Source: an optimization exercise on an open RTL-to-GDS flow (aim: small area). Production flows keep margins and buffers that such runs may drop.
RTL that was checked went through simulation tests only; none was proved equivalent to the original.
Power and IR drop assume default switching activity.

==> cedar <==
// matrix_ctrl
module matrix_ctrl (
    input  logic            clk,
    input  logic            rstn,
    input  mcu_pkg::inst_t  inst,
    input  logic            inst_valid,
    input  mcu_pkg::data_t  mem_rd_data_0,
    input  mcu_pkg::data_t  mem_rd_data_1,
    input  mcu_pkg::data_t  mem_rd_data_2,
    input  mcu_pkg::data_t  mem_rd_data_3,
    output mcu_pkg::addr_t  mem_addr_0,
    output mcu_pkg::addr_t  mem_addr_1,
    output mcu_pkg::addr_t  mem_addr_2,
    output mcu_pkg::addr_t  mem_addr_3,
    output logic            mem_wr_en_0,
    output logic            mem_wr_en_1,
    output logic            mem_wr_en_2,
    output logic            mem_wr_en_3,
    output mcu_pkg::data_t  a_data,
    output mcu_pkg::data_t  b_data,
    output mcu_pkg::data_t  c_data,
    output logic            macs_en,
    output logic            macs_signal,
    output logic            finish
);
    localparam logic [3:0] S_IDLE  = 4'd1,
                           S_FETCH = 4'd2,
                           S_D0    = 4'd3,
                           S_D1    = 4'd4,
                           S_D2    = 4'd5,
                           S_D3    = 4'd6,
                           S_D4    = 4'd7,
                           S_D5    = 4'd8,
                           S_E0    = 4'd9,
                           S_MK0   = 4'd10,
                           S_MK1   = 4'd11,
                           S_MA    = 4'd12,
                           S_MB    = 4'd13,
                           S_WEN   = 4'd14,
                           S_DONE  = 4'd15;
    logic [3:0]  st, st_n;
    logic        sgn;              
    logic [3:0]  ic;               
    logic        cx;               
    logic [5:0]  lp;               
    logic [13:0] sa, sb, sc;       
    logic [13:0] pa, pb, pc;       
    logic        z;                
    wire s_fetch = (st == S_FETCH);
    wire s_d0    = (st == S_D0);
    wire s_d1    = (st == S_D1);
    wire s_d2    = (st == S_D2);
    wire s_d3    = (st == S_D3);
    wire s_d4    = (st == S_D4);
    wire s_d5    = (st == S_D5);
    wire s_mk0   = (st == S_MK0);
    wire s_mk1   = (st == S_MK1);
    logic s_mac, s_wen;            
    wire s_done  = (st == S_DONE);
    wire [10:0] cnt  = {cx, ic, lp};
    wire        last = (cnt == 11'd0);
    always_comb begin
        st_n = st + 4'd1;
  ...
Settings: LEC_CHECK=0, CAP_MARGIN=5, CELL_PAD_IN_SITES_DETAIL_PLACEMENT=1, CELL_PAD_IN_SITES_GLOBAL_PLACEMENT=1, CORE_AREA=25 25 175 175, CTS_BUF_LIST=sky130_fd_sc_hd__clkbuf_8 sky130_fd_sc_hd__clkbuf_16, DIE_AREA=0 0 200 200, PLACE_DENSITY=0.5, SETUP_SLACK_MARGIN=0.02, SLEW_MARGIN=5, SYNTH_HIERARCHICAL=1; clock period 3.5 ns.
standard.sh (not shown) runs the stock make flow with config.mk's settings and CLKGATE_MAP_FILE= SYNTH_SCRIPT=/design/flow/synth_recipe.tcl, a recipe that flattens the netlist after the stock synthesis.
==> flow/flow/run.sh <==
#!/bin/bash
# Standard ORFS layout with two changes: buf_1 as the port buffer cell, and
# clock tree synthesis without dummy loads.
set -o pipefail
export BUFFER_PORTS_ARGS="-buffer_cell sky130_fd_sc_hd__buf_1"
export CTS_ARGS="-sink_clustering_enable -repair_clock_nets -buf_list {sky130_fd_sc_hd__clkbuf_8 sky130_fd_sc_hd__clkbuf_16} -dont_use_dummy_load"
bash standard.sh > standard.log 2>&1
==> indigo: changes against cedar <==
--- a/flow/design.v
+++ b/flow/design.v
@@ -67,11 +67,12 @@
     wire s_d3    = (st == S_D3);
     wire s_d4    = (st == S_D4);
     wire s_d5    = (st == S_D5);
     wire s_mk0   = (st == S_MK0);
     wire s_mk1   = (st == S_MK1);
-    logic s_mac, s_wen;            
+    wire s_mac   = (st == S_MA) | (st == S_MB);
+    wire s_wen   = (st == S_WEN);
     wire s_done  = (st == S_DONE);
     wire [10:0] cnt  = {cx, ic, lp};
     wire        last = (cnt == 11'd0);
     always_comb begin
         st_n = st + 4'd1;
@@ -83,18 +84,14 @@
             default: ;
         endcase
     end
     always_ff @(posedge clk or negedge rstn) begin
         if (!rstn) begin
-            st    <= S_IDLE;
-            sgn   <= 1'b0;
-            s_mac <= 1'b0;
-            s_wen <= 1'b0;
+            st  <= S_IDLE;
+            sgn <= 1'b0;
         end else begin
-            st    <= st_n;
-            s_mac <= (st == S_MK1) | (st == S_MA);    
-            s_wen <= (st == S_MB);                     
+            st <= st_n;
             if (s_fetch) sgn <= inst[12] & (inst[27:25] == 3'b100);
         end
     end
     always_ff @(posedge clk) begin
         if (s_fetch) begin
==> flow/flow/run.sh (replaced) <==
#!/bin/bash
# Standard ORFS layout with two changes: buf_1 as the port buffer cell, and
# clock tree synthesis options (smaller sink clusters, no dummy loads).
set -o pipefail
export BUFFER_PORTS_ARGS="-buffer_cell sky130_fd_sc_hd__buf_1"
export CTS_ARGS="-sink_clustering_enable -repair_clock_nets -buf_list {sky130_fd_sc_hd__clkbuf_4 sky130_fd_sc_hd__clkbuf_8 sky130_fd_sc_hd__clkbuf_16} -sink_clustering_size 10 -sink_clustering_max_diameter 30 -sink_clustering_levels 1 -dont_use_dummy_load"
bash standard.sh > standard.log 2>&1
==> run summary <==
metric	cedar	indigo
LEAKAGE	0.00394 uW	0.00398 uW
Register area share after synthesis	25.2%	24.9%
Data required time at the worst endpoint	2.80 ns	3.73 ns
Max IR drop VDD	0.216 mV	0.301 mV
Multi-input combinational area share	52.2%	52.2%
Final min period	3.39 ns	3.39 ns
Number of global-route vias before repair	12,701	12,635
Logic power comb	715 uW	3840 uW
Number of non-filler instances in the completed layout	2,021	2,017
Worst-case clock skew	0.0139 ns	0.0240 ns
Detailed Place HPWL	51,700 um	51,500 um
Maximum clock frequency	0.295 GHz	0.295 GHz
Status	finished clean	finished clean
Internal	1990 uW	3380 uW
Detailed Route WL	64,600 um	63,800 um
Drt wl/cell	32.0 um	31.6 um
Count of flip-flops and latches	103	101
Design Power	2960 uW	6820 uW
Layout cells sized above 1	3.96%	5.01%
Critical path data arrival time	2.69 ns	3.62 ns
Area of the multi-input gates	0.00576 mm^2	0.00573 mm^2
Adder-cell share of the synthesized area	5.40%	5.33%
Final worst-path setup slack	0.111 ns	0.111 ns
Maximum net fanout on the critical path	64	3
Worst hold slack	0.336 ns	0.284 ns
Function not checked in cedar: the RTL went through the layout flow alone.

static timing again, ports no longer ideal:
No port has a modelled driver above. Below, the same layouts with a new extraction and two added sets of constraints.
Step 1 sets driving cells, clkbuf_16 on the clock port and buf_2 on the other inputs (assumed; they add their load-dependent delay and slew).
Step 2 times the ports against the registers' clock, not the clock port: input delays grow and output delays shrink by t, the midpoint of the rising clock arrivals with the driver on.
Three values: ideal, step 1, step 2; two values: the first two.
| run | t, ns | slack for setup (ns) | worst setup path at the end | latest minus earliest clock arrival (ns) |
|---|---|---|---|---|
| cedar | 0.391 | 0.111 / 0.061 / 0.452 | register to output | 0.014 / 0.014 |
| indigo | 0.399 | 0.111 / 0.107 / 0.111 | register to register | 0.025 / 0.025 |
After both steps every run listed still meets setup and hold.
